Background: an optimization exercise with open tools, aiming at small area, a short achievable clock period and few clock cycles per item. Do not read the settings as production practice.
Function was checked by simulation only, so behaviour that the tests miss may differ from the original.

==> flow/design.v (excerpt) <==
module md_unit (
  input  logic        clk,
  input  logic        reset,
  input  logic        start,
  input  logic        flush,
  input  logic [3:0]  MD_op,
  input  logic [31:0] A,
  input  logic [31:0] B,
  output logic        busy,
  output logic        stall,
  output logic [31:0] HI,
  output logic [31:0] LO
);
Size in the first run: ~4,600 cells after synthesis, about 140 I/O pins, ~0.039 sq mm of cells after synthesis.
Settings: LEC_CHECK=0, CAP_MARGIN=20, CORE_MARGIN=2, CORE_UTILIZATION=55, SLEW_MARGIN=20; clock period 80.0 ns.
standard.sh (not shown) runs the stock make flow with config.mk's settings and CLKGATE_MAP_FILE= SYNTH_SCRIPT=/design/flow/synth_recipe.tcl, a recipe that flattens the netlist after the stock synthesis.
==> flow/flow/run.sh <==
#!/bin/bash
# Layout flow: the standard layout (standard.sh) with two changes:
#  - repair_timing runs with a larger setup margin, so that it also sizes
#    the short input-to-output path (start/MD_op -> stall), whose slack is
#    far above the standard margin;
#  - the port buffers are sky130_fd_sc_hd__buf_1 (the repair steps resize
#    them where needed).
# Constraints (clock period, I/O delays, output load) are the standard flow's, unchanged.
# Each step's full output goes to its own log file here and under orfs/logs.
set -euo pipefail
# standard synthesis, unchanged
bash standard.sh synth > log_synth.txt 2>&1
# the rest of the standard layout with the two settings above
sed 's/"\${@:-finish}"/SETUP_SLACK_MARGIN=48 "BUFFER_PORTS_ARGS=-buffer_cell sky130_fd_sc_hd__buf_1" "${@:-finish}"/' \
  standard.sh > standard_tuned.sh
grep -q 'SETUP_SLACK_MARGIN=48' standard_tuned.sh
bash standard_tuned.sh finish > log_layout.txt 2>&1
test -f out/final.def
Testbench counts at the start, summed over its fixed seeds: cycles 3,919, ops 2,400.
Change:
--- a/flow/config.mk
+++ b/flow/config.mk
@@ -6,6 +6,6 @@
 export NUM_CORES = 4
 export LEC_CHECK = 0
-export CAP_MARGIN = 20
+export CAP_MARGIN = 5
 export CORE_MARGIN = 2
-export CORE_UTILIZATION = 55
-export SLEW_MARGIN = 20
+export CORE_UTILIZATION = 40
+export SLEW_MARGIN = 5
Wire length rose by 2.3%.
Maximum frequency hardly moves.
Register-to-register slack gets better by 60 ps.
Clock skew rose by 6.7 ps.
Setup slack gets better by 23 ps.
Via count fell by 0.82%.
Change:
--- a/flow/config.mk
+++ b/flow/config.mk
@@ -6,6 +6,7 @@
 export NUM_CORES = 4
 export LEC_CHECK = 0
-export CAP_MARGIN = 5
+export CAP_MARGIN = 20
 export CORE_MARGIN = 2
-export CORE_UTILIZATION = 40
-export SLEW_MARGIN = 5
+export CORE_UTILIZATION = 65
+export PLACE_DENSITY = 0.75
+export SLEW_MARGIN = 20
Die area decreases by 38%.
Wire length decreases by about 6%.
Worst setup slack got worse by 30 ps.
Cell area decreases by 1.9%.
Critical path depth is unchanged.

Starting RTL as in the previous note.
export LEC_CHECK = 0
export CAP_MARGIN = 20
export CORE_MARGIN = 2
export CORE_UTILIZATION = 65
export CTS_BUF_LIST = sky130_fd_sc_hd__clkbuf_8
export PLACE_DENSITY = 0.75
export SLEW_MARGIN = 20
create_clock -name core_clock -period 80.0 [get_ports {clk}]
Scripts as last shown in full above: flow/flow/run.sh
The first run produced a clean layout.
Testbench counts at the start, summed over its fixed seeds: cycles 3,919, ops 2,400.
Edit:
==> flow/run.sh (new file) <==
#!/bin/bash
# synth_recipe.tcl (not shown) runs the flow's synth.tcl, then flattens the netlist and writes it again
# the make line also repeats each setting of config.mk as NAME=value (left out here)
make -C /OpenROAD-flow-scripts/flow DESIGN_CONFIG=/design/flow/config.mk WORK_HOME=/design/flow/orfs CLKGATE_MAP_FILE= SYNTH_SCRIPT=/design/flow/synth_recipe.tcl finish
- CORE_UTILIZATION: 65 -> 30
- CTS_BUF_LIST: sky130_fd_sc_hd__clkbuf_8 -> not set
- PLACE_DENSITY: 0.75 -> not set
- SETUP_SLACK_MARGIN: not set -> 4
removed: flow/flow/run.sh
removed: flow/standard.sh
Result: The changed run completed with no timing, DRC or antenna violations. Routed wire length goes up by about a fifth. Hold slack is worse by 0.023 ns. Worst setup slack is worse by 1.3 ns. Utilization goes down by 36 points. Critical path depth goes down by 1. Area after synthesis is unchanged. Non-clock buffer count goes down by 11. Cell area goes up by a few percent. Via count goes down slightly. Clock skew is about the same.

-- re-timing with driven ports --
The results above use ideal ports. As a check the final layouts listed here were re-extracted and re-timed, cells and wires unchanged.
Step 1, drivers: a clkbuf_16 drives clk and a buf_2 each remaining input, both assumed.
Step 2 times the ports against the registers' clock, not the clock port: input delays grow and output delays shrink by t, the midpoint of the rising clock arrivals with the driver on.
Slacks: ideal ports / drivers / drivers and shift; pairs: ideal ports / drivers.
| run | t (ns) | setup WS [ns] | clock arrival spread, ns | pins driven straight from the clock port |
|---|---|---|---|---|
| the first run of note 1 | 0.545 | 47.431 / 47.386 / 47.386 | 0.020 / 0.020 | 1 |
| the second run of note 1 | 0.548 | 47.454 / 47.407 / 47.407 | 0.027 / 0.027 | 1 |
| the third run of note 1 | 0.548 | 47.424 / 47.371 / 47.371 | 0.015 / 0.015 | 1 |
| the first run of note 2 | 0.601 | 47.425 / 47.373 / 47.373 | 0.025 / 0.025 | 1 |
| the second run of note 2 | 0.586 | 46.092 / 46.017 / 46.017 | 0.024 / 0.024 | 1 |
After both steps setup and hold are still met in every run listed. For the second run of note 2, which loses most, drivers alone change the setup slack by -0.075 ns; drivers and shift together by -0.075 ns.
